Source: an optimization exercise on an open RTL-to-GDS flow (aim: small area, a short achievable clock period and few clock cycles). Production flows keep margins and buffers that such runs may drop. RTL that was checked went through simulation tests only; none was proved equivalent to the original. Only the layout flow was run in run 1; the RTL was not checked for function there. Power and IR drop assume default switching activity.

[flow/design.v]
`default_nettype none
package riscv_alu_pkg;
	localparam int XLEN = 32;
	function automatic logic [4:0] high_index(input logic [XLEN-1:0] x);
		logic [XLEN-1:0] w;
		w = x;
		for (int k = 4; k >= 0; k--) begin
			high_index[k] = ((w >> (1 << k)) != '0);
			if (high_index[k]) begin
				w = w >> (1 << k);
			end
			w = w & ((XLEN'(1) << (1 << k)) - XLEN'(1));
		end
	endfunction
	function automatic logic [5:0] bit_len(input logic [XLEN-1:0] x);
		bit_len = '0;
		for (int i = 0; i < XLEN; i++) begin
			if (x[i]) bit_len = 6'(i + 1);
		end
	endfunction
	function automatic logic [5:0] first_one(input logic [XLEN-1:0] x);
		first_one = 6'd32;
		for (int i = XLEN - 1; i >= 0; i--) begin
			if (x[i]) first_one = 6'(i);
		end
	endfunction
endpackage
`default_nettype wire
`timescale 1ns/10ps
`default_nettype none
module riscv_alu_arith (
	input  logic [6:0]  op_i,
	input  logic [31:0] a_i,
	input  logic [31:0] b_i,
	input  logic [31:0] x_i,
	input  logic [31:0] y_i,
	input  logic        inv_i,
	input  logic        cin_i,
	output logic [31:0] sum_o,
	output logic        cout_o,
	output logic [31:0] p_o,           
	output logic [31:0] g_o,           
	output logic        cmp_o,
	output logic [31:0] minmax_o
);
	logic [31:0] yi;
	logic [31:0] p;
	logic [31:0] g;
	logic [31:0] gc;                   
	logic        ltu;
	logic        lt;
	logic        eq;
	assign yi = y_i ^ {32{inv_i}};
	assign p  = x_i ^ yi;
	assign g  = x_i & yi;
	always_comb begin
		logic [31:0] gt;
		logic [31:0] pt;
		logic [31:0] gn;
		logic [31:0] pn;
		gt = g;
		pt = p;
		gt[0] = g[0] | (p[0] & cin_i);
		for (int d = 1; d < 32; d = d * 2) begin
			gn = gt;
			pn = pt;
			for (int i = 0; i < 32; i++) begin
				if ((i / d) % 2 == 1) begin
					gn[i] = gt[i] | (pt[i] & gt[(i / d) * d - 1]);
					pn[i] = pt[i] & pt[(i / d) * d - 1];
				end
			end
			gt = gn;
			pt = pn;
		end
		gc = gt;
	end
	assign sum_o  = p ^ {gc[30:0], cin_i};
	assign cout_o = gc[31];
	assign p_o    = p;
	assign g_o    = g;
	assign ltu = ~gc[31];
	assign lt  = op_i[0] ? ltu : (ltu ^ a_i[31] ^ b_i[31]);
	assign eq  = &p;
	always_comb begin
		case (op_i[3:1])
			3'b000, 3'b001: cmp_o = lt;
			3'b010, 3'b011: cmp_o = lt | eq;
			3'b100:         cmp_o = ~(lt | eq);
			3'b101:         cmp_o = ~lt;
			default:        cmp_o = eq ^ op_i[0];
		endcase
	end
	assign minmax_o = (lt ^ op_i[1]) ? a_i : b_i;
endmodule
`default_nettype wire
`timescale 1ns/10ps
`default_nettype none
module riscv_alu_shifter (
	input  logic [6:0]  op_i,
	input  logic [31:0] a_i,
	input  logic [4:0]  amt_i,
	output logic [31:0] result_o
);
	logic        shift_left;
	logic        shift_arith;
	logic        rotate;
	logic [4:0]  r;
	logic [31:0] rot;
	logic [31:0] keep;
	logic        fill;
	assign shift_left  = ~op_i[4] & op_i[1] & op_i[0];
	assign shift_arith = ~op_i[4] & ~op_i[1] & ~op_i[0];
	assign rotate      = op_i[4] | (op_i[1] & ~op_i[0]);
	always_comb begin
		for (int i = 0; i < 5; i++) begin
			r[i] = amt_i[i] ^ (shift_left & ((amt_i & 5'((1 << i) - 1)) != 5'd0));
		end
	end
	always_comb begin
		rot = a_i;
		for (int k = 0; k < 5; k++) begin
			if (r[k]) begin
				rot = (rot >> (1 << k)) | (rot << (32 - (1 << k)));
			end
		end
	end
	always_comb begin
		for (int i = 0; i < 32; i++) begin
			keep[i] = rotate | (shift_left ? (5'(i) >= amt_i) : (5'(31 - i) >= amt_i));
		end
	end
	assign fill     = shift_arith & a_i[31];
	assign result_o = (rot & keep) | ({32{fill}} & ~keep);
endmodule
`default_nettype wire
`timescale 1ns/10ps
`default_nettype none
module riscv_alu_bit_count (
	input  logic [6:0]  op_i,
	input  logic [31:0] a_i,
	output logic [5:0]  count_o,
	output logic [5:0]  a_len_o
);
	logic [5:0]  popcnt;
	logic        inv;
	logic [31:0] x;
	logic        fl1;
	logic [4:0]  hi;
	logic [5:0]  ff1;
	logic        a_zero;
	logic pc_1, pc_2, pc_3, pc_4, pc_5, pc_6, pc_7, pc_8, pc_9, pc_10, pc_11, pc_12, pc_13, pc_14, pc_15, pc_16, pc_17, pc_18, pc_19, pc_20, pc_21, pc_22, pc_23, pc_24, pc_25, pc_26, pc_27, pc_28, pc_29, pc_30, pc_31, pc_32, pc_33, pc_34, pc_35, pc_36, pc_37, pc_38, pc_39, pc_40, pc_41, pc_42, pc_43, pc_44, pc_45, pc_46, pc_47, pc_48, pc_49, pc_50, pc_51, pc_52, pc_53, pc_54, pc_55, pc_56, pc_57, pc_58;
	assign pc_1 = a_i[0] ^ a_i[1] ^ a_i[2];
	assign pc_2 = (a_i[0] & a_i[1]) | (a_i[0] & a_i[2]) | (a_i[1] & a_i[2]);
	assign pc_3 = a_i[3] ^ a_i[4] ^ a_i[5];
	assign pc_4 = (a_i[3] & a_i[4]) | (a_i[3] & a_i[5]) | (a_i[4] & a_i[5]);
	assign pc_5 = a_i[6] ^ a_i[7] ^ a_i[8];
	assign pc_6 = (a_i[6] & a_i[7]) | (a_i[6] & a_i[8]) | (a_i[7] & a_i[8]);
	assign pc_7 = a_i[9] ^ a_i[10] ^ a_i[11];
	assign pc_8 = (a_i[9] & a_i[10]) | (a_i[9] & a_i[11]) | (a_i[10] & a_i[11]);
	assign pc_9 = a_i[12] ^ a_i[13] ^ a_i[14];
	assign pc_10 = (a_i[12] & a_i[13]) | (a_i[12] & a_i[14]) | (a_i[13] & a_i[14]);
	assign pc_11 = a_i[15] ^ a_i[16] ^ a_i[17];
	assign pc_12 = (a_i[15] & a_i[16]) | (a_i[15] & a_i[17]) | (a_i[16] & a_i[17]);
	assign pc_13 = a_i[18] ^ a_i[19] ^ a_i[20];
	assign pc_14 = (a_i[18] & a_i[19]) | (a_i[18] & a_i[20]) | (a_i[19] & a_i[20]);
	assign pc_15 = a_i[21] ^ a_i[22] ^ a_i[23];
	assign pc_16 = (a_i[21] & a_i[22]) | (a_i[21] & a_i[23]) | (a_i[22] & a_i[23]);
	assign pc_17 = a_i[24] ^ a_i[25] ^ a_i[26];
	assign pc_18 = (a_i[24] & a_i[25]) | (a_i[24] & a_i[26]) | (a_i[25] & a_i[26]);
	assign pc_19 = a_i[27] ^ a_i[28] ^ a_i[29];
	assign pc_20 = (a_i[27] & a_i[28]) | (a_i[27] & a_i[29]) | (a_i[28] & a_i[29]);
	assign pc_21 = a_i[30] ^ a_i[31];
	assign pc_22 = a_i[30] & a_i[31];
	assign pc_23 = pc_1 ^ pc_3 ^ pc_5;
	assign pc_24 = (pc_1 & pc_3) | (pc_1 & pc_5) | (pc_3 & pc_5);
	assign pc_25 = pc_7 ^ pc_9 ^ pc_11;
	assign pc_26 = (pc_7 & pc_9) | (pc_7 & pc_11) | (pc_9 & pc_11);
	assign pc_27 = pc_13 ^ pc_15 ^ pc_17;
	assign pc_28 = (pc_13 & pc_15) | (pc_13 & pc_17) | (pc_15 & pc_17);
	assign pc_29 = pc_19 ^ pc_21;
	assign pc_30 = pc_19 & pc_21;
	assign pc_31 = pc_2 ^ pc_4 ^ pc_6;
	assign pc_32 = (pc_2 & pc_4) | (pc_2 & pc_6) | (pc_4 & pc_6);
	assign pc_33 = pc_8 ^ pc_10 ^ pc_12;
	assign pc_34 = (pc_8 & pc_10) | (pc_8 & pc_12) | (pc_10 & pc_12);
	assign pc_35 = pc_14 ^ pc_16 ^ pc_18;
	assign pc_36 = (pc_14 & pc_16) | (pc_14 & pc_18) | (pc_16 & pc_18);
	assign pc_37 = pc_20 ^ pc_22;
	assign pc_38 = pc_20 & pc_22;
	assign pc_39 = pc_23 ^ pc_25 ^ pc_27;
	assign pc_40 = (pc_23 & pc_25) | (pc_23 & pc_27) | (pc_25 & pc_27);
	assign pc_41 = pc_24 ^ pc_26 ^ pc_28;
	assign pc_42 = (pc_24 & pc_26) | (pc_24 & pc_28) | (pc_26 & pc_28);
	assign pc_43 = pc_30 ^ pc_31 ^ pc_33;
	assign pc_44 = (pc_30 & pc_31) | (pc_30 & pc_33) | (pc_31 & pc_33);
	assign pc_45 = pc_35 ^ pc_37;
	assign pc_46 = pc_35 & pc_37;
	assign pc_47 = pc_32 ^ pc_34 ^ pc_36;
	assign pc_48 = (pc_32 & pc_34) | (pc_32 & pc_36) | (pc_34 & pc_36);
	assign pc_49 = pc_40 ^ pc_41 ^ pc_43;
	assign pc_50 = (pc_40 & pc_41) | (pc_40 & pc_43) | (pc_41 & pc_43);
	assign pc_51 = pc_42 ^ pc_44 ^ pc_46;
	assign pc_52 = (pc_42 & pc_44) | (pc_42 & pc_46) | (pc_44 & pc_46);
	assign pc_53 = pc_47 ^ pc_38;
	assign pc_54 = pc_47 & pc_38;
	assign pc_55 = pc_50 ^ pc_51 ^ pc_53;
	assign pc_56 = (pc_50 & pc_51) | (pc_50 & pc_53) | (pc_51 & pc_53);
	assign pc_57 = pc_52 ^ pc_54 ^ pc_48;
	assign pc_58 = (pc_52 & pc_54) | (pc_52 & pc_48) | (pc_54 & pc_48);
	assign popcnt = {1'b0 , pc_58 , pc_56 , pc_55 , pc_49 , pc_39} + {1'b0 , 1'b0 , pc_57 , 1'b0 , pc_45 , pc_29};
	assign inv    = a_i[31] & op_i[0] & ~(op_i[2] & op_i[1]);
	assign x      = a_i ^ {32{inv}};
	assign fl1    = op_i[2] & op_i[1] & op_i[0];
	assign hi     = riscv_alu_pkg::high_index(fl1 ? a_i : {x[30:0], 1'b1});
	assign ff1    = riscv_alu_pkg::first_one(a_i);
	assign a_zero = ~|a_i;
	assign a_len_o = x[31] ? 6'd32 : ({1'b0, hi} + 6'(inv));
	always_comb begin
		case (op_i[1:0])
			2'b00:   count_o = popcnt;
			2'b01:   count_o = a_zero ? 6'd0 : {1'b0, ~hi};
			2'b10:   count_o = ff1;
			default: count_o = a_zero ? 6'd32 : {1'b0, hi};
		endcase
	end
endmodule
`default_nettype wire
`timescale 1ns/10ps
`default_nettype none
module riscv_alu_div (
	input  logic        clk_i,
	input  logic        rst_n_i,
	input  logic        req_i,         
	input  logic        ex_ready_i,
	input  logic [6:0]  op_i,
	input  logic [31:0] a_i,
	input  logic [31:0] b_i,
	input  logic [5:0]  a_len_i,       
	input  logic [31:0] rot_i,         
	input  logic [31:0] sum_i,         
	input  logic        cout_i,
	output logic [4:0]  rot_amt_o,
	output logic        align_o,
	output logic [31:0] dvd_o,
	output logic        busy_o,
	output logic        done_o,
	output logic [31:0] p_o,           
	output logic [31:0] mag_o,         
	output logic        neg_b_o,       
	output logic        neg_res_o,
	output logic [31:0] result_o,
	output logic        ready_o
);
	logic        sgn;
	logic        neg_a;
	logic        neg_b;
	logic        b_zero;
	logic [5:0]  b_len;
	logic        fast;
	logic [5:0]  span;
	logic [31:0] top_mask;
	logic        start;
	logic        last;
	logic        align_q;
	logic        busy_q;
	logic        done_q;
	logic        sel_rem_q;
	logic        neg_b_q;
	logic        neg_res_q;
	logic [4:0]  cnt_q;
	logic [31:0] rem_q;
	logic [31:0] dvd_q;
	logic [31:0] p;
	logic        q;
	logic        neg_res;
	assign sgn    = op_i[0];
	assign neg_a  = sgn & a_i[31];
	assign neg_b  = sgn & b_i[31];
	assign b_zero = ~|b_i;
	assign b_len  = riscv_alu_pkg::bit_len(b_i ^ {32{neg_b}});
	assign fast = b_zero | (a_len_i < b_len);
	assign span = a_len_i - b_len + 6'd1;
	assign rot_amt_o = cnt_q;
	always_comb begin
		for (int i = 0; i < 32; i++) begin
			top_mask[i] = (cnt_q == 5'd0) || ((6'(i) + {1'b0, cnt_q}) >= 6'd32);
		end
	end
	assign start = req_i & ~fast & ~align_q & ~busy_q & ~done_q;
	assign last  = busy_q & (cnt_q == 5'd1);
	always_ff @(posedge clk_i or negedge rst_n_i) begin
		if (!rst_n_i) begin
			align_q <= 1'b0;
			busy_q  <= 1'b0;
			done_q  <= 1'b0;
		end else begin
			align_q <= start;
			if (align_q) begin
				busy_q <= 1'b1;
			end else if (last) begin
				busy_q <= 1'b0;
			end
			if (last) begin
				done_q <= 1'b1;
			end else if (ex_ready_i) begin
				done_q <= 1'b0;
			end
		end
	end
	assign p = {rem_q[30:0], dvd_q[31]};
	assign q = rem_q[31] | cout_i;
	always_ff @(posedge clk_i) begin
		if (busy_q) begin
			rem_q <= q ? sum_i : p;
			dvd_q <= {dvd_q[30:0], q};
			cnt_q <= cnt_q - 5'd1;
		end else if (align_q) begin
			rem_q <= rot_i & ~top_mask;
			dvd_q <= rot_i & top_mask;
		end else if (!done_q) begin
			dvd_q     <= sum_i ^ {32{neg_a}};
			cnt_q     <= (span[5] ? 5'd0 : span[4:0]);
			sel_rem_q <= op_i[1];
			neg_b_q   <= neg_b;
			neg_res_q <= neg_res;
		end
	end
	assign p_o     = p;
	assign mag_o   = sel_rem_q ? rem_q : dvd_q;
	assign neg_res = sgn & a_i[31] & (op_i[1] | ~b_i[31]) | neg_b & ~op_i[1] & ~a_i[31];
	assign result_o = done_q ? sum_i : (op_i[1] ? a_i : {32{b_zero}});
	assign ready_o   = done_q | (~busy_q & ~align_q & ~(req_i & ~fast));
	assign align_o   = align_q;
	assign dvd_o     = dvd_q;
	assign busy_o    = busy_q;
	assign done_o    = done_q;
	assign neg_b_o   = neg_b_q;
	assign neg_res_o = neg_res_q;
endmodule
`default_nettype wire
`timescale 1ns/10ps
`default_nettype none
module riscv_alu (
	input  logic                           clk_i,
	input  logic                           rst_n_i,
	input  logic                           enable_i,
	input  logic [6:0]                     operator_i,
	input  logic [31:0]                    operand_a_i,
	input  logic [31:0]                    operand_b_i,
	input  logic                           ex_ready_i,
	output logic [31:0]                    result_o,
	output logic                           comparison_result_o,
	output logic                           ready_o
);
	logic [6:0]  op;
	logic [31:0] a;
	logic [31:0] b;
	logic        g_cmp;
	logic        g_minmax;
	logic        g_and;
	logic        g_addsub;
	logic        g_shift;
	logic        g_or;
	logic        g_xor;
	logic        g_div;
	logic        g_count;
	logic        sub;
	logic        neg_a;
	logic [31:0] add_x;
	logic [31:0] add_y;
	logic        add_inv;
	logic        add_cin;
	logic [31:0] sum;
	logic        cout;
	logic [31:0] prop;
	logic [31:0] gen;
	logic        cmp;
	logic [31:0] minmax;
	logic [31:0] shift_in;
	logic [4:0]  shift_amt;
	logic [31:0] shift_result;
	logic [5:0]  count;
	logic [5:0]  a_len;
	logic [4:0]  rot_amt;
	logic        div_align;
	logic [31:0] div_dvd;
	logic        div_busy;
	logic        div_done;
	logic [31:0] div_p;
	logic [31:0] div_mag;
	logic        div_neg_b;
	logic        div_neg_res;
	logic [31:0] div_result;
	logic        div_ready;
	assign op = operator_i;
	assign a  = operand_a_i;
	assign b  = operand_b_i;
	assign g_cmp    = ~op[5] & ~op[4];
	assign g_minmax = ~op[5] &  op[4] & ~op[3] & ~op[2];
	assign g_and    = ~op[5] &  op[4] & ~op[3] &  op[2];
	assign g_addsub = ~op[5] &  op[4] &  op[3];
	assign g_shift  =  op[5] & ~op[4] & ~op[3];
	assign g_or     =  op[5] & ~op[4] &  op[3] & ~op[0];
	assign g_xor    =  op[5] & ~op[4] &  op[3] &  op[0];
	assign g_div    =  op[5] &  op[4] & ~op[2];
	assign g_count  =  op[5] &  op[4] &  op[2];
	assign sub   = ~op[5] & (~op[4] | (~op[3] & ~op[2]) | (op[3] & op[0]));
	assign neg_a = op[0] & a[31];
	assign add_x = div_busy ? div_p : (div_done ? 32'b0 : a);
	assign add_y = div_done ? div_mag : ((g_div & ~div_busy) ? 32'b0 : b);
	always_comb begin
		if (!g_div) begin
			add_inv = sub;
			add_cin = sub;
		end else if (div_busy) begin
			add_inv = ~div_neg_b;
			add_cin = ~div_neg_b;
		end else if (div_done) begin
			add_inv = div_neg_res;
			add_cin = div_neg_res;
		end else begin
			add_inv = neg_a;
			add_cin = 1'b0;
		end
	end
	riscv_alu_arith arith_i (
		.op_i(op), .a_i(a), .b_i(b), .x_i(add_x), .y_i(add_y), .inv_i(add_inv),
		.cin_i(add_cin), .sum_o(sum), .cout_o(cout), .p_o(prop), .g_o(gen), .cmp_o(cmp),
		.minmax_o(minmax)
	);
	assign shift_in  = div_align ? div_dvd : a;
	assign shift_amt = div_align ? rot_amt : b[4:0];
	riscv_alu_shifter shifter_i (
		.op_i(op), .a_i(shift_in), .amt_i(shift_amt), .result_o(shift_result)
	);
	riscv_alu_bit_count bit_count_i (
		.op_i(op), .a_i(a), .count_o(count), .a_len_o(a_len)
	);
	riscv_alu_div div_i (
		.clk_i(clk_i), .rst_n_i(rst_n_i), .req_i(enable_i & g_div), .ex_ready_i(ex_ready_i),
		.op_i(op), .a_i(a), .b_i(b), .a_len_i(a_len), .rot_i(shift_result),
		.sum_i(sum), .cout_i(cout), .rot_amt_o(rot_amt), .align_o(div_align), .dvd_o(div_dvd), .busy_o(div_busy),
		.done_o(div_done), .p_o(div_p), .mag_o(div_mag), .neg_b_o(div_neg_b), .neg_res_o(div_neg_res),
		.result_o(div_result), .ready_o(div_ready)
	);
	assign result_o =
		({32{g_cmp}}    & {31'b0, cmp}) |
		({32{g_minmax}} & minmax) |
		({32{g_and | g_or}} & gen) |
		({32{g_or | g_xor}} & prop) |
		({32{g_addsub}} & sum) |
		({32{g_shift}}  & shift_result) |
		({32{g_div}}    & div_result) |
		({32{g_count}}  & {26'b0, count});
	assign comparison_result_o = cmp;
	assign ready_o = div_ready;
endmodule
`default_nettype wire
[flow/run.sh]
#!/bin/bash
# synth_recipe.tcl (not shown) runs the flow's synth.tcl, then flattens the netlist and writes it again
# the make line also repeats each setting of config.mk as NAME=value (left out here)
make -C /OpenROAD-flow-scripts/flow DESIGN_CONFIG=/design/flow/config.mk WORK_HOME=/design/flow/orfs CLKGATE_MAP_FILE= SYNTH_SCRIPT=/design/flow/synth_recipe.tcl finish
[flow/config.mk]
export PLATFORM = sky130hd
export DESIGN_NAME = riscv_alu
export DESIGN_NICKNAME = riscv_alu
export VERILOG_FILES = /design/flow/design.v
export SDC_FILE = /design/flow/constraint.sdc
export NUM_CORES = 4
export LEC_CHECK = 0
export ABC_AREA = 1
export CAP_MARGIN = 20
export CORE_MARGIN = 2
export CORE_UTILIZATION = 40
export SETUP_SLACK_MARGIN = 3
export SLEW_MARGIN = 20
[flow/constraint.sdc]
create_clock -name core_clock -period 12.0 [get_ports {clk_i}]
set_input_delay 2.4000 -clock core_clock [delete_from_list [all_inputs] [get_ports {clk_i}]]
set_output_delay 2.4000 -clock core_clock [all_outputs]
set_load 0.01 [all_outputs]
==> reports/qor.yml, run 1 <==
worst_setup_path:
  startpoint_type: "primary input"
  critPathRequiredTime_ns: 9.60
  r2r_slack_ns: 6.50
  cp_data_arrival_time_ns: 7.20
  cpPeakStageDelay_ns: 0.23
  cp_max_fo: 6
  critical_path_class: "in -> out"
  worst_path_most_repeated_cell: "buf_6"
  crit_path_end_kind: "output pin"
  cpMaxStageDelayCell: "nor3_4"
yosys:
  yosys_warnings: 5
  synth_compound_area_share_pct: 30.8
  syn_inst: 2671
  syn-num-nets: 2850
  ys_ff_latch: 75
  synthSimpleGateAreaFrac_pct: 27.8
  synthAdderAreaFrac_pct: 9.75
  synth.avg_cell_area_um2: 5.98
  synth-main-ff-cell: "edfxtp_1"
  synth_xor_area_share_pct: 4.88
  syn-cell-area_um2: 16000
  synth_edf_count: 72
  yosysTopAreaCell: "nand2_1"
  synth_cell_types: 66
  synthArstFlopShare_pct: 4.00
  muxShareOfSynthArea_pct: 0.502
  yosysSeqAreaShare_pct: 14.0
  yosys-top-cells-area: "nand2_1 15%, edfxtp_1 14%, o21ai_0 11%, inv_1 7.6%, ha_1 5.5%"
  synth_top_area_share_pct: 15.4
  synth_top_family_by_area: "compound AO/OA/AOI/OAI gates"
cts:
  cts_tree: "yes"
  clkLatencyLatePin_ns: 0.39
  clock_path_buffers: 2
  cts_made_buffers: 9
  path_clk_slew_ns: 0.06
  htreeDepth: 3
  cts.sinks: 75
  ctsRootBufferMaster: "clkbuf_16"
timing:
  setup_viol: 0
  relSlewSlack_pct: 16.2
  fmax_mhz: 104
  finalMaxSlewViolations: 0
  worst_pin_slew_ns: 1.24
  grt_setup_unrepaired: "yes"
  period_needed_ns: 9.60
  period_share_pct: 80.0
  finalHoldViolCount: 0
  whs_ns: 0.603
  setup_tns_ns: 0
  skew_ns: 0.0151
cells_and_area:
  finalNetCount: 3006
  area_growth_pct: 24.6
  fill_cells: 4063
  final_util_pct: 50.3
  drive_gt1_share_pct: 15.8
detailed_routing:
  wl_um: 85000
  drt-initial-drc-count: 3142
  via_per_inst: 6.24
  drtAntennaViolNets: 0
  drtPass1Iterations: 8
  routedWlPerCell_um: 25.3
  vias: 20900
  drc: 0
global_routing:
  grt_usage_pct: 40.5
  grt_pass1_wl_um: 125000
  grt_max_degree: 61
  grt_pass1_vias: 19400
  antenna_found_initial: 1
  grt-ovfl-total: 0
placement:
  gp_routability_congestion: 0.987
  hpwl_um: 62400
  portBuffers: 107
power:
  leakagePower_uw: 0.00883
  ir_worst_vdd_v: 0.000196
  power_uw: 4850
  cellPowerDensity_nw_per_um2: 244
job:
  drv_cap: 0
floorplan:
  fp-row-count: 73
  core_um2: 39500
  die_x_um: 204
  die_h_um: 204
  ioPinCount: 109
  start_util_pct: 40.4
  die_area_um2: 41500
run_status:
  outcome: "timing/DRC/antenna clean"
min_path:
  worstHoldPathType: "reg -> reg"
[layer usage]
metal,track usage (%),vias up,share of wire [%]
li1,-,9435,-
met1,52.9,9667,39
met2,57.5,1469,40
met3,11.2,367,13
met4,27.4,0,8.2
met5,0.238,-,0
[worst max-delay path: cells and delay by family]
| family | cells | cell delay [ns] |
|---|---|---|
| buffers and inverters | 37 | 4.15 |
| AO/OA/AOI/OAI | 3 | 0.39 |
| AND/OR/NAND/NOR | 1 | 0.23 |
[metrics by stage]
step | instance area (µm²) | setup WS, ns | std cells
2_1_floorplan | 16000 | 3.00 | 2671
4_1_cts | 19400 | 2.48 | 3331
5_1_grt | 19900 | 2.22 | 3357
3_3_place_gp | 17600 | 0.657 | 3208
3_5_place_dp | 17600 | 0.617 | 3209
6_report | 19900 | 2.40 | 3358
[cell usage after synthesis (all sizes together) (15+ instances only)]
cell	count
a211oi	29
a21oi	163
a221oi	16
a31oi	70
buf	29
clkbuf	133
edfxtp	72
fa	34
ha	70
inv	335
nand2	664
nand3	114
nand4	25
nor2	193
nor3	21
o2111ai	15
o211ai	55
o21ai	369
o22ai	39
o31ai	32
xor2	85
[final cells by class]
| cell class | instances | area [µm²] | area share [%] |
|---|---|---|---|
| Antenna cell | 1 | 2.50 | 0.0126 |
| Inverter | 345 | 1360 | 6.85 |
| Multi-Input combinational cell | 2091 | 12500 | 62.9 |
| Timing Repair inverter | 2 | 18.8 | 0.0944 |
| Timing Repair Buffer | 303 | 2810 | 14.1 |
| Tap cell | 525 | 657 | 3.30 |
| Clock inverter | 7 | 50.0 | 0.252 |
| Sequential cell | 75 | 2240 | 11.3 |
| Clock buffer | 9 | 225 | 1.13 |
[path summary, 6_finish.rpt]
path	to	depth (start not counted)	start
max	result_o[5]	41	operator_i[2]
min in group asynchronous	div_i.done_q$_DFFE_PN0P_	1	rst_n_i
max reg2reg	div_i.rem_q[9]$_DFFE_PP_	22	div_i.sel_rem_q$_DFFE_PP_
min	div_i.dvd_q[29]$_DFFE_PP_	2	div_i.dvd_q[28]$_DFFE_PP_
max in group asynchronous	div_i.align_q$_DFF_PN0_	1	rst_n_i
min reg2reg	div_i.dvd_q[29]$_DFFE_PP_	2	div_i.dvd_q[28]$_DFFE_PP_
[placed cells by master (no fill, tap or decap), types with 10 or more instances in the layout]
cell and count:
a211oi_1 24, a21oi_1 152, a21oi_2 10, a31oi_1 67, buf_12 14, buf_2 28
buf_4 142, buf_6 39, clkdlybuf4s50_1 38, clkinv_1 10, dlygate4sd2_1 17, edfxtp_1 72
fa_1 32, ha_1 65, inv_1 308, inv_2 16, nand2_1 636, nand2_2 15
nand2_4 10, nand3_1 110, nand4_1 25, nor2_1 179, nor3_1 12, nor4_1 13
o211ai_1 55, o21ai_0 321, o21ai_1 21, o21ai_2 22, o221ai_1 10, o22ai_1 39
o31ai_1 32, xor2_1 78
[flip-flops by register name, indices dropped and copies added, names as in the netlist]
signal,flops
div_i.neg_b_q,1
div_i.busy_q,1
div_i.done_q,1
div_i.dvd_q,32
div_i.cnt_q,5
div_i.sel_rem_q,1
div_i.align_q,1
div_i.neg_res_q,1
div_i.rem_q,32
[power by group]
part           total, µW  leakage (µW)  internal [µW]  switching (µW)
registers            638      0.000764            530             108
logic               3930       0.00793           1380            2550
clock network        280      0.000132            141             139
[repair_timing]
item / in CTS / in global routing
gates cloned: 7 / 1
hold buffers: 0 / 0
setup endpoints to repair: 34 / 34
buffers inserted: 99 / 24
pin swaps: 72 / 66
resized for setup: 416 / 65
[logic make-up (layout without fill, tap and decap cells)]
family	Yosys count	after routing
and+or+nand+nor	1054	1056
adders and majority gates	104	104
xor gates and xnor gates	88	88
DFF	75	75
AOI/OAI and AO/OA	835	835
buffers and inverters	507	666
other	0	1
muxes	8	8
==> run 2, diff against run 1 <==
--- a/flow/design.v
+++ b/flow/design.v
@@ -42,5 +42,5 @@
 	output logic [31:0] g_o,           
 	output logic        cmp_o,
-	output logic [31:0] minmax_o
+	output logic        take_a_o       
 );
 	logic [31:0] yi;
@@ -92,5 +92,5 @@
 		endcase
 	end
-	assign minmax_o = (lt ^ op_i[1]) ? a_i : b_i;
+	assign take_a_o = lt ^ op_i[1];
 endmodule
 `default_nettype wire
@@ -250,5 +250,5 @@
 	output logic        neg_b_o,       
 	output logic        neg_res_o,
-	output logic [31:0] result_o,
+	output logic        b_zero_o,
 	output logic        ready_o
 );
@@ -320,5 +320,5 @@
 			dvd_q <= rot_i & top_mask;
 		end else if (!done_q) begin
-			dvd_q     <= sum_i ^ {32{neg_a}};
+			dvd_q     <= sum_i;
 			cnt_q     <= (span[5] ? 5'd0 : span[4:0]);
 			sel_rem_q <= op_i[1];
@@ -330,5 +330,5 @@
 	assign mag_o   = sel_rem_q ? rem_q : dvd_q;
 	assign neg_res = sgn & a_i[31] & (op_i[1] | ~b_i[31]) | neg_b & ~op_i[1] & ~a_i[31];
-	assign result_o = done_q ? sum_i : (op_i[1] ? a_i : {32{b_zero}});
+	assign b_zero_o = b_zero;
 	assign ready_o   = done_q | (~busy_q & ~align_q & ~(req_i & ~fast));
 	assign align_o   = align_q;
@@ -377,5 +377,10 @@
 	logic [31:0] gen;
 	logic        cmp;
-	logic [31:0] minmax;
+	logic        take_a;
+	logic        div_b_zero;
+	logic        sel_a;
+	logic        sel_b;
+	logic        sel_sum;
+	logic        sel_ones;
 	logic [31:0] shift_in;
 	logic [4:0]  shift_amt;
@@ -392,5 +397,4 @@
 	logic        div_neg_b;
 	logic        div_neg_res;
-	logic [31:0] div_result;
 	logic        div_ready;
 	assign op = operator_i;
@@ -408,6 +412,6 @@
 	assign sub   = ~op[5] & (~op[4] | (~op[3] & ~op[2]) | (op[3] & op[0]));
 	assign neg_a = op[0] & a[31];
-	assign add_x = div_busy ? div_p : (div_done ? 32'b0 : a);
-	assign add_y = div_done ? div_mag : ((g_div & ~div_busy) ? 32'b0 : b);
+	assign add_x = div_busy ? div_p : ((div_done | g_div) ? 32'b0 : a);
+	assign add_y = div_done ? div_mag : ((g_div & ~div_busy) ? a : b);
 	always_comb begin
 		if (!g_div) begin
@@ -422,5 +426,5 @@
 		end else begin
 			add_inv = neg_a;
-			add_cin = 1'b0;
+			add_cin = neg_a;
 		end
 	end
@@ -428,5 +432,5 @@
 		.op_i(op), .a_i(a), .b_i(b), .x_i(add_x), .y_i(add_y), .inv_i(add_inv),
 		.cin_i(add_cin), .sum_o(sum), .cout_o(cout), .p_o(prop), .g_o(gen), .cmp_o(cmp),
-		.minmax_o(minmax)
+		.take_a_o(take_a)
 	);
 	assign shift_in  = div_align ? div_dvd : a;
@@ -443,14 +447,19 @@
 		.sum_i(sum), .cout_i(cout), .rot_amt_o(rot_amt), .align_o(div_align), .dvd_o(div_dvd), .busy_o(div_busy),
 		.done_o(div_done), .p_o(div_p), .mag_o(div_mag), .neg_b_o(div_neg_b), .neg_res_o(div_neg_res),
-		.result_o(div_result), .ready_o(div_ready)
+		.b_zero_o(div_b_zero), .ready_o(div_ready)
 	);
+	assign sel_a    = (g_minmax & take_a) | (g_div & ~div_done & op[1]);
+	assign sel_b    = g_minmax & ~take_a;
+	assign sel_sum  = g_addsub | (g_div & div_done);
+	assign sel_ones = g_div & ~div_done & ~op[1] & div_b_zero;
 	assign result_o =
 		({32{g_cmp}}    & {31'b0, cmp}) |
-		({32{g_minmax}} & minmax) |
+		({32{sel_a}}    & a) |
+		({32{sel_b}}    & b) |
 		({32{g_and | g_or}} & gen) |
 		({32{g_or | g_xor}} & prop) |
-		({32{g_addsub}} & sum) |
+		({32{sel_sum}}  & sum) |
 		({32{g_shift}}  & shift_result) |
-		({32{g_div}}    & div_result) |
+		{32{sel_ones}} |
 		({32{g_count}}  & {26'b0, count});
 	assign comparison_result_o = cmp;
==> reports/qor.yml, run 2 <==
yosys:
  syn-num-nets: 2641  # -7.3%
  synth_top_family_by_area: "compound AO/OA/AOI/OAI gates"
  synth_xor_area_share_pct: 5.03  # +0.15 points
  yosys-top-cells-area: "nand2_1 17%, edfxtp_1 14%, o21ai_0 12%, inv_1 7.2%, ha_1 5.9%"
  ys_ff_latch: 75  # unchanged
  synthAdderAreaFrac_pct: 10.3  # +0.53 points
  yosysSeqAreaShare_pct: 15.0  # +0.95 points
  synth-main-ff-cell: "edfxtp_1"
  synthArstFlopShare_pct: 4.00  # unchanged
  synth_compound_area_share_pct: 30.4  # -0.44 points
  yosysMostFrequentCell: "nand2_1"
  synth_commonest_cells: "676 x nand2_1, 365 x o21ai_0, 285 x inv_1"
  yosysTopAreaCell: "nand2_1"
  synth.avg_cell_area_um2: 6.07  # +1.6%
  syn-cell-area_um2: 15000  # -6.3%
  muxShareOfSynthArea_pct: 0.402  # -0.10 points
  synth_edf_count: 72  # unchanged
  synth_top_area_share_pct: 17.0  # +1.6 points
  synthSimpleGateAreaFrac_pct: 27.6  # -0.21 points
  synth_cell_types: 63  # -4.5%
  syn_inst: 2463  # -7.8%
  yosys_warnings: 5  # unchanged
placement:
  dp.cells: 2964  # -7.6%
  portBuffers: 107  # unchanged
  placed_cell_area_um2: 16500  # -6.4%
  pre_cts_slack_ns: 0.595  # -0.0219 ns
  hpwl_um: 60500  # -3.0%
  gp_routability_congestion: 0.999  # +1.2%
timing:
  finalHoldViolCount: 0  # unchanged
  worst_pin_slew_ns: 1.07  # -0.173 ns
  grt_setup_unrepaired: "yes"
  relSlewSlack_pct: 28.0  # +12 points
  setup_viol: 0  # unchanged
  skew_ns: 0.0112  # -0.00389 ns
  period_share_pct: 77.2  # -2.8 points
  period_needed_ns: 9.27  # -0.332 ns
  worst_slack_ns: 2.73  # +0.332 ns
  finalMaxSlewViolations: 0  # unchanged
  setup_tns_ns: 0  # unchanged
  fmax_mhz: 108  # +3.6%
  whs_ns: 0.603  # -0.000184 ns
job:
  drv_cap: 0  # unchanged
cells_and_area:
  n_antenna_cell: 0  # -1
  ff_latch_area_um2: 2240  # -0.17%
  top_regs: "div_i.dvd_q x32, div_i.rem_q x32, div_i.cnt_q x5"
  fill_cells: 3712  # -8.6%
  finalNetCount: 2874  # -4.4%
  drive_gt1_share_pct: 22.2  # +6.4 points
  fin_area_um2: 19900  # +0.31%
  final_cell_mix: "644 x nand2_1, 293 x o21ai_0, 241 x inv_1"
  multi_input_area_um2: 12400  # -1.3%
  stdcell_count: 3169  # -5.6%
  final_common_cell: "nand2_1"
  area_growth_pct: 33.4
detailed_routing:
  via_per_inst: 6.24  # about the same
  drtPass1Iterations: 9  # +1
  drt-initial-drc-count: 2926  # -6.9%
  routedWlPerCell_um: 25.9  # +2.5%
  drtAntennaViolNets: 0  # unchanged
  drc: 0  # unchanged
  wl_um: 82200  # -3.3%
  vias: 19800  # -5.5%
cts:
  path_clk_slew_ns: 0.06  # about the same
  clkLatencyLatePin_ns: 0.36  # -0.03 ns
  clock_path_buffers: 2  # unchanged
  cts.sinks: 75  # unchanged
  cts_made_buffers: 9  # unchanged
  cts_tree: "yes"
  htreeDepth: 3  # unchanged
  ctsRootBufferMaster: "clkbuf_16"
worst_setup_path:
  cp_max_fo: 5  # -1
  reg2reg_depth: 28  # +27%
  cpMaxStageDelayCell: "nor3_4"
  cp_top_family: "buffers and inverters"
  cpPeakStageDelay_ns: 0.31  # +0.08 ns
  cp_data_arrival_time_ns: 6.87  # -0.33 ns
  critPathRequiredTime_ns: 9.60  # about the same
  crit_path_end_kind: "output pin"
  critical_path_class: "in -> out"
  cp.depth: 31  # -24%
  worst_path_most_repeated_cell: "a21oi_2"
  path_buf_inv: 12  # -68%
  startpoint_type: "primary input"
min_path:
  worstHoldPathType: "reg -> reg"
  holdPathStages: 2  # unchanged
floorplan:
  die_x_um: 197  # -3.2%
  die_h_um: 197  # -3.2%
  core_um2: 36700  # -7.2%
  die_area_um2: 38900  # -6.2%
  start_util_pct: 40.7  # +0.38 points
  ioPinCount: 109  # unchanged
  fp-row-count: 70  # -4.1%
global_routing:
  grt_max_degree: 63  # +3.3%
  grt_pass1_wl_um: 116000  # -7.7%
  grt-ovfl-total: 0  # unchanged
  grt_usage_pct: 40.2  # -0.30 points
  grt_pass1_vias: 17700  # -8.6%
  antenna_found_initial: 2  # +1
run_status:
  outcome: "timing/DRC/antenna clean"
power:
  cellPowerDensity_nw_per_um2: 229  # -6.3%
  leakagePower_uw: 0.00895  # +1.5%
  ir_worst_vdd_v: 0.000247  # +26%
==> run 2: cell types whose count changed after synthesis, moves of 13 or more <==
cell and change:
o221ai_1 +23, a211oi_1 -23, o211ai_1 -21, o22ai_1 -20, nor2_1 -54, nand2_1 +23
a21oi_1 -18, a22oi_1 +15, inv_1 -39, a31oi_1 -59, nand4_1 -13, o21ai_0 +16
clkbuf_1 -36
==> run 2: final timing paths <==
path,from,end,slack (ns)
setup / recovery,operator_i[5],result_o[31],2.73
hold / removal,div_i.rem_q[6]$_DFFE_PP_,div_i.rem_q[7]$_DFFE_PP_,0.60
setup reg to reg,div_i.done_q$_DFFE_PN0P_,div_i.rem_q[10]$_DFFE_PP_,5.90
hold reg to reg,div_i.rem_q[6]$_DFFE_PP_,div_i.rem_q[7]$_DFFE_PP_,0.60
max in group asynchronous,rst_n_i,div_i.busy_q$_DFFE_PN0P_,9.60
min in group asynchronous,rst_n_i,div_i.align_q$_DFF_PN0_,2.23
==> run 2: stage by stage <==
step / utilization, % / total power, µW
after detailed placement: 45.0 / 3540
final: 54.3 / 4560
after global placement: 45.0 / 3520
after global routing: 54.3 / 4820
after floorplan: - / 2530
after CTS: 51.1 / 4060
==> run 2: area by class of cell <==
type / instances / share of cell area (%)
Multi-Input combinational cell: 1961 / 62.0
Sequential cell: 75 / 11.2
Inverter: 301 / 6.21
Clock buffer: 10 / 1.15
Timing Repair Buffer: 339 / 15.9
Timing Repair inverter: 9 / 0.370
Clock inverter: 6 / 0.282
Tap cell: 468 / 2.94
==> run 2: cells by family after synthesis <==
| logic type | after synthesis |
|---|---|
| AO/OA/AOI/OAI | 768 |
| XOR/XNOR | 85 |
| adder cells (fa/ha/maj) | 103 |
| buffers and inverters | 431 |
| flip-flops | 75 |
| multiplexers | 6 |
| AND/OR/NAND/NOR | 995 |
==> run 2: power breakdown <==
part | internal, µW | switching, µW
Clock | 159 | 119
Sequential | 541 | 126
Combinational | 1320 | 2300
Total | 2020 | 2540
==> run 2: what timing repair did <==
| action | in CTS | in global routing |
|---|---|---|
| pin swaps | 76 | 81 |
| hold buffers | 0 | 0 |
| setup buffers | 103 | 65 |
| gates resized for setup | 467 | 235 |
| setup endpoints to repair | 39 | 34 |
| gates cloned | 12 | 9 |
==> run 2: metal layers <==
metal | track usage (%) | wire length, µm
met1 | 55.1 | 33400
met2 | 60.5 | 34600
met3 | 9.54 | 10200
met4 | 16.0 | 4050
met5 | 0 | 22
==> run 2: tightest hold or removal path: cells and delay by family, from the launching register on <==
family | cells | cell delay [ns]
AOI/OAI and AO/OA | 2 | 0.15
DFF | 1 | 0.34
Testbench counts of run 2, summed over its fixed seeds: cycles 33,415.
==> run 3, diff against run 2 <==
--- a/flow/config.mk
+++ b/flow/config.mk
@@ -10,4 +10,4 @@
 export CORE_MARGIN = 2
 export CORE_UTILIZATION = 40
-export SETUP_SLACK_MARGIN = 3
+export SETUP_SLACK_MARGIN = 1.5
 export SLEW_MARGIN = 20
==> reports/qor.yml, run 3 <==
global_routing:
  antenna_found_initial: 1  # -1
  grt-ovfl-total: 0  # unchanged
  grt_pass1_vias: 17100  # -3.3%
  grt_pass1_wl_um: 113000  # -2.4%
  grt_usage_pct: 39.4  # -0.79 points
  grt_max_degree: 74  # +17%
yosys:
  yosys_warnings: 5  # unchanged
  synthArstFlopShare_pct: 4.00  # unchanged
  synth_edf_count: 72  # unchanged
  synth_commonest_cells: "676 x nand2_1, 365 x o21ai_0, 285 x inv_1"
  ys_ff_latch: 75  # unchanged
  synth_top_area_share_pct: 17.0  # unchanged
  syn-cell-area_um2: 15000  # unchanged
  yosysTopAreaCell: "nand2_1"
  yosys-top-cells-area: "nand2_1 17%, edfxtp_1 14%, o21ai_0 12%, inv_1 7.2%, ha_1 5.9%"
  syn-num-nets: 2641  # unchanged
  yosysMostFrequentCell: "nand2_1"
  synth.avg_cell_area_um2: 6.07  # unchanged
  syn_inst: 2463  # unchanged
  synth_cell_types: 63  # unchanged
  synth-main-ff-cell: "edfxtp_1"
  yosysSeqAreaShare_pct: 15.0  # unchanged
worst_setup_path:
  critical_path_class: "in -> out"
  startpoint_type: "primary input"
  crit_path_end_kind: "output pin"
  r2r-start: "div_i.done_q$_DFFE_PN0P_"
  r2r_slack_ns: 5.23  # -0.67 ns
  worst_path_most_repeated_cell: "nor2_4"
  cpMaxStageDelayCell: "clkdlybuf4s50_1"
  path_buf_inv: 3  # -9
  critPathRequiredTime_ns: 9.60  # about the same
  cp_data_arrival_time_ns: 7.91  # +1.04 ns
  cp_max_fo: 13  # +8
  cp.depth: 29  # -6.5%
  reg2reg_depth: 26  # -7.1%
  cpPeakStageDelay_ns: 0.59  # +0.28 ns
  cp_top_family: "simple AND/OR/NAND/NOR gates"
  crit_start: "operand_a_i[19]"
  r2r_end: "div_i.rem_q[1]$_DFFE_PP_"
  cp-endpoint: "ready_o"
job:
  drv_cap: 0  # unchanged
timing:
  grt_setup_unrepaired: "no"
  worst_slack_ns: 1.69  # -1.04 ns
  finalMaxSlewViolations: 0  # unchanged
  period_share_pct: 85.9  # +8.6 points
  setup_viol: 0  # unchanged
  period_needed_ns: 10.31  # +1.04 ns
  finalHoldViolCount: 0  # unchanged
  relSlewSlack_pct: 20.9  # -7.1 points
  skew_ns: 0.0104  # -0.000868 ns
  fmax_mhz: 97.0  # -10%
  worst_pin_slew_ns: 1.17  # +0.103 ns
  setup_tns_ns: 0  # unchanged
detailed_routing:
  drc: 0  # unchanged
  vias: 18600  # -5.9%
  wl_um: 78100  # -5.0%
  drtAntennaViolNets: 0  # unchanged
  routedWlPerCell_um: 25.9  # about the same
  drtPass1Iterations: 6  # -3
  drt-initial-drc-count: 2508  # -14%
  via_per_inst: 6.18  # -1.0%
placement:
  pre_cts_slack_ns: 0.472  # -0.124 ns
  gp_routability_congestion: 1.00  # +0.17%
  hpwl_um: 62400  # +3.1%
  portBuffers: 107  # unchanged
floorplan:
  die_h_um: 197  # unchanged
  start_util_pct: 40.7  # unchanged
  die_x_um: 197  # unchanged
  ioPinCount: 109  # unchanged
  die_area_um2: 38900  # unchanged
  fp-row-count: 70  # unchanged
  core_um2: 36700  # unchanged
cts:
  path_clk_slew_ns: 0.07  # about the same
  htreeDepth: 3  # unchanged
  cts_hold_buf: 0  # unchanged
  cts_tree: "yes"
  cts.sinks: 75  # unchanged
  clkLatencyLatePin_ns: 0.37  # about the same
  clock_path_buffers: 2  # unchanged
  ctsRootBufferMaster: "clkbuf_16"
  cts_made_buffers: 9  # unchanged
power:
  leakagePower_uw: 0.00781  # -13%
  cellPowerDensity_nw_per_um2: 236  # +3.1%
  ir_worst_vdd_v: 0.000224  # -9.4%
cells_and_area:
  top_regs: "div_i.dvd_q x32, div_i.rem_q x32, div_i.cnt_q x5"
  fill_cells: 3942  # +6.2%
  final_cell_mix: "669 x nand2_1, 354 x o21ai_0, 275 x inv_1"
  area_growth_pct: 16.1
  finalNetCount: 2717  # -5.5%
  final_common_cell: "nand2_1"
  drive_gt1_share_pct: 8.61  # -14 points
  n_antenna_cell: 0  # unchanged
min_path:
  worstHoldPathType: "reg -> reg"
run_status:
  outcome: "timing/DRC/antenna clean"
==> run 3: cell types whose count changed in the layout (fill, tap and decap cells not counted), sizes merged, moves of 3 or more <==
cell	before	now
dlygate4sd2	11	5
clkdlybuf4s50	36	94
clkbuf	20	13
clkinv	13	8
dlymetal6s2s	2	5
inv	285	293
nand2	689	686
buf	266	85
clkinvlp	17	7
clkdlybuf4s15	13	0
==> run 3: layer usage <==
metal	track usage (%)	up-vias	routed length [µm]
met1	54.8	8727	33400
met4	13.8	2	3320
li1	-	8544	-
met2	59.5	1147	32800
met3	9.01	186	8590
met5	0	-	14
==> run 3: cell families after synthesis <==
family / count (synthesis) / synth area share (%)
buffers and inverters: 431 / 11.4
adder cells (fa/ha/maj): 103 / 10.3
XOR/XNOR: 85 / 5.03
AND/OR/NAND/NOR: 995 / 27.6
multiplexers: 6 / 0.402
flip-flops: 75 / 15.0
AO/OA/AOI/OAI: 768 / 30.4
==> run 3: final cells by class <==
| cell class | count | area [µm²] | share of cell area [%] |
|---|---|---|---|
| clock buffers | 10 | 229 | 1.32 |
| flip-flops and latches | 75 | 2240 | 12.9 |
| clock inverters | 6 | 56.3 | 0.324 |
| well taps | 468 | 586 | 3.37 |
| repair inverters | 2 | 12.5 | 0.0721 |
| repair buffers | 192 | 1760 | 10.1 |
| inverters | 301 | 1160 | 6.70 |
| multi-input cells | 1958 | 11300 | 65.2 |
==> run 3: worst min path at each step <==
stage	startpoint	cells after the start	slack [ns]	endpoint
floorplan	div_i.dvd_q[6]$_DFFE_PP_	2	0.54	div_i.dvd_q[7]$_DFFE_PP_
global placement	div_i.dvd_q[14]$_DFFE_PP_	2	0.57	div_i.dvd_q[15]$_DFFE_PP_
detailed placement	div_i.dvd_q[8]$_DFFE_PP_	2	0.58	div_i.dvd_q[9]$_DFFE_PP_
CTS	div_i.dvd_q[8]$_DFFE_PP_	2	0.59	div_i.dvd_q[9]$_DFFE_PP_
global route	div_i.rem_q[4]$_DFFE_PP_	2	0.64	div_i.rem_q[5]$_DFFE_PP_
finish	div_i.dvd_q[8]$_DFFE_PP_	2	0.60	div_i.dvd_q[9]$_DFFE_PP_
==> run 3: per-stage QoR <==
step           total power [µW]  hold slack [ns]  area [µm²]  util, %  std cells
2_1_floorplan              2530            0.545       15000        -       2463
3_3_place_gp               3560            0.567       16500     45.1       2967
3_5_place_dp               3600            0.577       16600     45.2       2968
4_1_cts                    3920            0.592       17100     46.5       2993
5_1_grt                    4360            0.641       17400     47.3       3012
6_report                   4090            0.596       17400     47.3       3012
==> run 3: where the power goes <==
group	switching [µW]	leakage (µW)	internal (µW)	total, µW
clock network	125	0.000140	160	285
logic	2100	0.00689	1050	3150
registers	113	0.000780	541	654
total	2340	0.00781	1750	4090
==> run 3: worst min-delay path, stage by stage, from the launching register on <==
cell      delay (ns)
edfxtp_1        0.36
nand2_1         0.06
o221ai_1        0.06
==> run 3: timing repair <==
| item | in CTS | in global routing |
|---|---|---|
| pin swaps | 4 | 8 |
| gates cloned | 1 | 2 |
| gates resized for setup | 46 | 50 |
| endpoints found under the setup margin | 33 | 33 |
| setup buffers | 8 | 17 |
==> run 4, diff against run 3 <==
--- a/flow/config.mk
+++ b/flow/config.mk
@@ -10,4 +10,4 @@
 export CORE_MARGIN = 2
 export CORE_UTILIZATION = 40
-export SETUP_SLACK_MARGIN = 1.5
+export SETUP_SLACK_MARGIN = 2.5
 export SLEW_MARGIN = 20
==> reports/qor.yml, run 4 <==
run_status:
  outcome: "timing/DRC/antenna clean"
floorplan:
  die_h_um: 197  # unchanged
  fp-row-count: 70  # unchanged
  die_x_um: 197  # unchanged
  ioPinCount: 109  # unchanged
  die_area_um2: 38900  # unchanged
  core_um2: 36700  # unchanged
  start_util_pct: 40.7  # unchanged
timing:
  fmax_mhz: 106  # +9.6%
  whs_ns: 0.595  # -0.00107 ns
  finalMaxSlewViolations: 0  # unchanged
  relSlewSlack_pct: 20.4  # -0.50 points
  setup_viol: 0  # unchanged
  period_needed_ns: 9.40  # -0.906 ns
  finalHoldViolCount: 0  # unchanged
  period_share_pct: 78.3  # -7.5 points
  setup_tns_ns: 0  # unchanged
  skew_ns: 0.0111  # +0.000720 ns
  worst_pin_slew_ns: 1.18  # +0.00738 ns
  grt_setup_unrepaired: "yes"
power:
  cellPowerDensity_nw_per_um2: 229  # -3.0%
  power_uw: 4200  # +2.8%
  ir_worst_vdd_v: 0.000230  # +2.5%
  leakagePower_uw: 0.00833  # +6.6%
cells_and_area:
  drive_gt1_share_pct: 14.1  # +5.5 points
  area_growth_pct: 23.0
  final_cell_mix: "658 x nand2_1, 342 x o21ai_0, 263 x inv_1"
  top_regs: "div_i.dvd_q x32, div_i.rem_q x32, div_i.cnt_q x5"
  final_common_cell: "nand2_1"
  finalNetCount: 2775  # +2.1%
yosys:
  yosys_warnings: 5  # unchanged
  synthSimpleGateAreaFrac_pct: 27.6  # unchanged
  ys_ff_latch: 75  # unchanged
  synth_xor_area_share_pct: 5.03  # unchanged
  yosysSeqAreaShare_pct: 15.0  # unchanged
  yosysMostFrequentCell: "nand2_1"
  synthAdderAreaFrac_pct: 10.3  # unchanged
  synth_top_area_share_pct: 17.0  # unchanged
  synth_edf_count: 72  # unchanged
  yosys-top-cells-area: "nand2_1 17%, edfxtp_1 14%, o21ai_0 12%, inv_1 7.2%, ha_1 5.9%"
  yosysTopAreaCell: "nand2_1"
  synth.avg_cell_area_um2: 6.07  # unchanged
  synth_cell_types: 63  # unchanged
  synth_compound_area_share_pct: 30.4  # unchanged
  synth-main-ff-cell: "edfxtp_1"
  muxShareOfSynthArea_pct: 0.402  # unchanged
  syn-num-nets: 2641  # unchanged
  synth_top_family_by_area: "compound AO/OA/AOI/OAI gates"
  synth_commonest_cells: "676 x nand2_1, 365 x o21ai_0, 285 x inv_1"
  syn_inst: 2463  # unchanged
  synthArstFlopShare_pct: 4.00  # unchanged
  syn-cell-area_um2: 15000  # unchanged
worst_setup_path:
  crit_path_end_kind: "output pin"
  cpMaxStageDelayCell: "o211ai_1"
  cpPeakStageDelay_ns: 0.39  # -0.20 ns
  path_buf_inv: 8  # +5
  startpoint_type: "primary input"
  cp_max_fo: 11  # -2
  r2r_end: "div_i.rem_q[1]$_DFFE_PP_"
  cp_data_arrival_time_ns: 7.00  # -0.91 ns
  r2r_slack_ns: 5.33  # +0.10 ns
  reg2reg_depth: 26  # unchanged
  cp_top_family: "simple AND/OR/NAND/NOR gates"
  critical_path_class: "in -> out"
  worst_path_most_repeated_cell: "inv_1"
  r2r-start: "div_i.done_q$_DFFE_PN0P_"
  critPathRequiredTime_ns: 9.60  # about the same
  path_cells: "buf_4 -> nand2_8 -> buf_6 -> a221oi_1 -> nand2_1 -> nand2_4 -> bufbuf_16 -> xor2_1 -> ha_1 -> inv_1 -> nor4_4 -> inv_1 -> o21ai_4 -> nand3_2 -> nand2_4 -> or2_4 -> nand2_2 -> nand2_1 -> nand2_2 -> nor3_4 -> buf_12 -> inv_1 -> o211ai_1 -> dlygate4sd2_1"
detailed_routing:
  wl_um: 80600  # +3.2%
  drt-met1-wl_um: 33300  # -0.21%
  highest_layer: "met4"
  routedWlPerCell_um: 26.2  # +1.2%
  met3_length_um: 10000  # +16%
  via_per_inst: 6.19  # +0.26%
  vias: 19000  # +2.2%
  drc: 0  # unchanged
  drtAntennaViolNets: 0  # unchanged
  drtPass1Iterations: 7  # +1
  drt-initial-drc-count: 2535  # +1.1%
  routed-wl-met2_um: 33800  # +3.1%
min_path:
  worstHoldPathType: "reg -> reg"
  holdPathStages: 2  # unchanged
  holdPathEnd: "div_i.dvd_q[9]$_DFFE_PP_"
  hp-start: "div_i.dvd_q[8]$_DFFE_PP_"
cts:
  cts_tree: "yes"
  ctsRootBufferMaster: "clkbuf_16"
  path_clk_slew_ns: 0.07  # about the same
  clkLatencyLatePin_ns: 0.37  # about the same
  cts_made_buffers: 9  # unchanged
  cts_hold_buf: 0  # unchanged
  cts.sinks: 75  # unchanged
  htreeDepth: 3  # unchanged
  clock_path_buffers: 2  # unchanged
global_routing:
  grt_usage_pct: 40.4  # +1.0 points
  grt-ovfl-total: 0  # unchanged
  antenna_found_initial: 3  # +2
  grt_pass1_vias: 17500  # +2.3%
  grt_pass1_wl_um: 115000  # +2.2%
  grt_max_degree: 74  # unchanged
job:
  drv_cap: 0  # unchanged
placement:
  gp_routability_congestion: 1.00  # unchanged
  portBuffers: 107  # unchanged
  hpwl_um: 62400  # unchanged
-- run 4: power breakdown --
group / total, µW / internal (µW) / leakage (µW) / switching, µW
combinational: 3260 / 1090 / 0.00741 / 2170
sequential: 656 / 541 / 0.000780 / 115
clock: 284 / 160 / 0.000140 / 125
-- run 4: routing by layer --
| layer | up-vias | global-route usage [%] |
|---|---|---|
| met4 | 0 | 15.1 |
| met3 | 196 | 11.4 |
| met1 | 8961 | 55.0 |
| li1 | 8670 | - |
| met2 | 1193 | 60.4 |
| met5 | - | 0 |
-- run 4: timing repair --
item	CTS	global route
pin swaps	24	44
gates cloned	6	4
setup endpoints to repair	34	34
resized for setup	246	132
buffers inserted	36	40
-- run 4: area by class of cell --
cell class	count	area [µm²]
Multi-Input combinational cell	1959	11800
Tap cell	468	586
Antenna cell	1	2.50
Timing Repair inverter	6	53.8
Timing Repair Buffer	245	2220
Clock inverter	6	56.3
Clock buffer	10	229
Fill cell	3852	18300
Inverter	301	1210
Sequential cell	75	2240
-- run 4: per-stage QoR --
stage	util [%]	std cells	worst slack, ns	instance area, µm²
2_1_floorplan	-	2463	2.91	15000
3_3_place_gp	45.1	2967	0.553	16500
3_5_place_dp	45.2	2968	0.472	16600
4_1_cts	48.2	3026	2.50	17700
5_1_grt	50.1	3070	2.44	18400
6_report	50.1	3071	2.60	18400
-- run 4: worst min-delay path, stage by stage, from the launching register on --
cell and delay, ns:
edfxtp_1 0.36, nand2_1 0.06, o221ai_1 0.06
-- run 4: kinds of logic after synthesis --
family	after synthesis
compound gates	768
xor+xnor	85
fa+ha+maj	103
buf+inv	431
flops	75
mux	6
simple gates	995
-- run 4: worst max path at each step --
| stage | from | to | slack [ns] | depth (start not counted) |
|---|---|---|---|---|
| 2_1_floorplan | operator_i[4] | result_o[11] | 2.91 | 28 |
| 3_3_place_gp | operator_i[4] | result_o[0] | 0.55 | 31 |
| 3_5_place_dp | operator_i[4] | result_o[0] | 0.47 | 31 |
| 4_1_cts | operand_a_i[31] | result_o[18] | 2.50 | 28 |
| 5_1_grt | operator_i[4] | result_o[0] | 2.44 | 30 |
| 6_report | operand_a_i[31] | result_o[2] | 2.60 | 24 |
==> run 5, diff against run 4 <==
--- a/flow/config.mk
+++ b/flow/config.mk
@@ -9,5 +9,5 @@
 export CAP_MARGIN = 20
 export CORE_MARGIN = 2
-export CORE_UTILIZATION = 40
-export SETUP_SLACK_MARGIN = 2.5
+export CORE_UTILIZATION = 50
+export SETUP_SLACK_MARGIN = 2
 export SLEW_MARGIN = 20
==> reports/qor.yml, run 5 <==
cts:
  ctsRootBufferMaster: "clkbuf_16"
  cts_tree: "yes"
  cts_made_buffers: 9  # unchanged
  clkLatencyLatePin_ns: 0.36  # about the same
  cts_hold_buf: 0  # unchanged
  htreeDepth: 3  # unchanged
  path_clk_slew_ns: 0.07  # about the same
  cts.sinks: 75  # unchanged
  clock_path_buffers: 2  # unchanged
timing:
  grt_setup_unrepaired: "yes"
  finalMaxSlewViolations: 0  # unchanged
  setup_tns_ns: 0  # unchanged
  whs_ns: 0.613  # +0.0187 ns
  setup_viol: 0  # unchanged
  skew_ns: 0.0149  # +0.00384 ns
  worst_pin_slew_ns: 1.28  # +0.0970 ns
  fmax_mhz: 99.8  # -6.2%
  relSlewSlack_pct: 13.9  # -6.5 points
  worst_slack_ns: 1.98  # -0.620 ns
  period_needed_ns: 10.02  # +0.620 ns
  finalHoldViolCount: 0  # unchanged
  period_share_pct: 83.5  # +5.2 points
detailed_routing:
  routedWlPerCell_um: 25.9  # -1.3%
  wl_um: 76200  # -5.5%
  drt-initial-drc-count: 3457  # +36%
  drtPass1Iterations: 7  # unchanged
  drc: 0  # unchanged
  vias: 19500  # +2.5%
  via_per_inst: 6.63  # +7.1%
  drtAntennaViolNets: 0  # unchanged
yosys:
  synth_top_area_share_pct: 17.0  # unchanged
  yosysSeqAreaShare_pct: 15.0  # unchanged
  synthArstFlopShare_pct: 4.00  # unchanged
  yosys_warnings: 5  # unchanged
  syn_inst: 2463  # unchanged
  yosysMostFrequentCell: "nand2_1"
  synth_edf_count: 72  # unchanged
  yosysTopAreaCell: "nand2_1"
  syn-num-nets: 2641  # unchanged
  syn-cell-area_um2: 15000  # unchanged
  yosys-top-cells-area: "nand2_1 17%, edfxtp_1 14%, o21ai_0 12%, inv_1 7.2%, ha_1 5.9%"
  synth-main-ff-cell: "edfxtp_1"
  synth_cell_types: 63  # unchanged
  ys_ff_latch: 75  # unchanged
  synth.avg_cell_area_um2: 6.07  # unchanged
  synth_commonest_cells: "676 x nand2_1, 365 x o21ai_0, 285 x inv_1"
cells_and_area:
  fin_area_um2: 17500  # -5.1%
  top_regs: "div_i.dvd_q x32, div_i.rem_q x32, div_i.cnt_q x5"
  drive_gt1_share_pct: 10.5  # -3.6 points
  final_cell_mix: "671 x nand2_1, 352 x o21ai_0, 264 x inv_1"
  n_antenna_cell: 0  # -1
  area_growth_pct: 16.7
  finalNetCount: 2724  # -1.8%
  final_common_cell: "nand2_1"
global_routing:
  antenna_found_initial: 2  # -1
  grt-ovfl-total: 0  # unchanged
  grt_pass1_wl_um: 110000  # -4.8%
  grt_pass1_vias: 17200  # -2.0%
  grt_usage_pct: 47.4  # +7.0 points
  grt_max_degree: 65  # -12%
floorplan:
  core_um2: 29600  # -19%
  start_util_pct: 50.6  # +9.8 points
  die_area_um2: 31300  # -20%
  die_h_um: 177  # -10%
  die_x_um: 177  # -10%
  ioPinCount: 109  # unchanged
  fp-row-count: 63  # -10%
worst_setup_path:
  crit_path_end_kind: "output pin"
  cp_data_arrival_time_ns: 7.62  # +0.62 ns
  critical_path_class: "in -> out"
  critPathRequiredTime_ns: 9.60  # about the same
  cp_max_fo: 22  # +11
  startpoint_type: "primary input"
power:
  power_uw: 4100  # -2.5%
  ir_worst_vdd_v: 0.000327  # +42%
  cellPowerDensity_nw_per_um2: 235  # +2.8%
  leakagePower_uw: 0.00798  # -4.2%
min_path:
  worstHoldPathType: "reg -> reg"
placement:
  hpwl_um: 57000  # -8.5%
  gp_routability_congestion: 1.09  # +9.0%
  placed_cell_area_um2: 16400  # -0.88%
  pre_cts_slack_ns: 0.663  # +0.191 ns
  portBuffers: 107  # unchanged
job:
  drv_cap: 0  # unchanged
run_status:
  outcome: "timing/DRC/antenna clean"
-- run 5: cell count changes in the layout (fill, tap and decap cells not counted), moves of 7 or more --
cell	before	now
buf_4	118	80
dlygate4sd2_1	42	16
clkdlybuf4s50_1	38	61
nand2_1	658	671
o21ai_0	342	352
clkbuf_2	7	15
clkinvlp_4	12	4
inv_2	18	26
a21oi_1	132	139
nand2_2	17	10
-- run 5: path summary, 6_finish.rpt --
check                                          startpoint                         to  slack (ns)  depth (start not counted)
worst max-delay path                        operator_i[4]                result_o[3]        1.98                         27
worst min-delay path            div_i.dvd_q[17]$_DFFE_PP_  div_i.dvd_q[18]$_DFFE_PP_        0.61                          2
worst max register to register  div_i.sel_rem_q$_DFFE_PP_  div_i.rem_q[23]$_DFFE_PP_        6.24                         22
min in group asynchronous                         rst_n_i   div_i.done_q$_DFFE_PN0P_        2.22                          1
max in group asynchronous                         rst_n_i   div_i.busy_q$_DFFE_PN0P_        9.62                          1
worst min register to register  div_i.dvd_q[17]$_DFFE_PP_  div_i.dvd_q[18]$_DFFE_PP_        0.61                          2
-- run 5: report_power, final --
part | switching [µW] | internal [µW] | total [µW]
Clock | 130 | 163 | 292
Combinational | 2130 | 1040 | 3170
Sequential | 97.4 | 541 | 638
Total | 2350 | 1750 | 4100
-- run 5: cells by family after synthesis --
family,Yosys count,share of synthesized area [%]
flops,75,15.0
fa+ha+maj,103,10.3
buf+inv,431,11.4
xor+xnor,85,5.03
compound gates,768,30.4
simple gates,995,27.6
mux,6,0.402
-- run 5: final cells by class --
class,instances,area (µm²)
inverters,301,1180
flip-flops and latches,75,2240
well taps,390,488
repair inverters,2,16.3
clock buffers,9,225
fillers,2986,12100
multi-input cells,1959,11500
clock inverters,7,73.8
repair buffers,198,1760
-- run 5: through the flow --
stage | util [%] | std cells
global route | 59.0 | 2941
finish | 59.0 | 2941
floorplan | - | 2463
global placement | 55.6 | 2887
CTS | 57.6 | 2918
detailed placement | 55.6 | 2887
-- run 5: critical path, cell delays in order --
cell and delay (ns):
clkdlybuf4s50_1 0.53, inv_2 0.12, nor3_4 0.19, inv_2 0.11
nor2_4 0.13, inv_4 0.11, buf_12 0.19, o21ai_0 0.17
a21oi_1 0.06, a21oi_1 0.18, xor2_1 0.18, ha_1 0.26
inv_1 0.17, o21ai_0 0.13, a21oi_1 0.27, o21ai_2 0.12
a21oi_1 0.26, nand2_1 0.17, or2_1 0.25, nand3_1 0.09
nand2_2 0.09, nand2_1 0.06, nand2_1 0.05, buf_6 0.15
a221oi_1 0.43, nand3_1 0.19, clkdlybuf4s50_1 0.54
-- run 5: layer usage --
| layer | vias to the layer above | global-route usage (%) | wire (µm) |
|---|---|---|---|
| met3 | 379 | 15.1 | 12400 |
| met2 | 1669 | 64.8 | 29400 |
| met5 | - | 0 | 0 |
| met4 | 0 | 29.4 | 6100 |
| met1 | 8900 | 64.1 | 28400 |
| li1 | 8557 | - | - |
-- run 5: timing repair --
item	CTS	global route
buffers inserted	12	20
gates resized for setup	120	102
cloned	3	2
endpoints found under the setup margin	34	34
pin swaps	9	17

-- separate check: timing with driven ports --
The flow's constraints put no driver on any port. The routed layouts listed below were extracted and timed again, unchanged, in two steps.
Step 1 sets driving cells, clkbuf_16 on the clock port and buf_2 on the other inputs (assumed; they add their load-dependent delay and slew).
Step 2 also shifts input and output timing later by t, the mid clock arrival at the registers, as if the neighbouring blocks saw the same clock.
Three values: no drivers, after step 1, after step 2; two values: the first two.
run | shift t [ns] | slack for setup (ns) | worst setup path at the end | slew at the worst register clock pin (ns) | worst data-port slew with drivers (ns)
run 1 | 0.434 | 2.398 / 2.330 / 2.330 | input to output | 0.08 / 0.08 | 0.08
run 2 | 0.400 | 2.731 / 2.663 / 2.663 | input to output | 0.07 / 0.07 | 0.06
run 3 | 0.405 | 1.694 / 1.663 / 1.663 | input to output | 0.07 / 0.07 | 0.06
run 4 | 0.403 | 2.600 / 2.541 / 2.541 | input to output | 0.07 / 0.07 | 0.06
run 5 | 0.404 | 1.980 / 1.954 / 1.954 | input to output | 0.07 / 0.07 | 0.04
After both steps setup and hold are still met in every run listed.
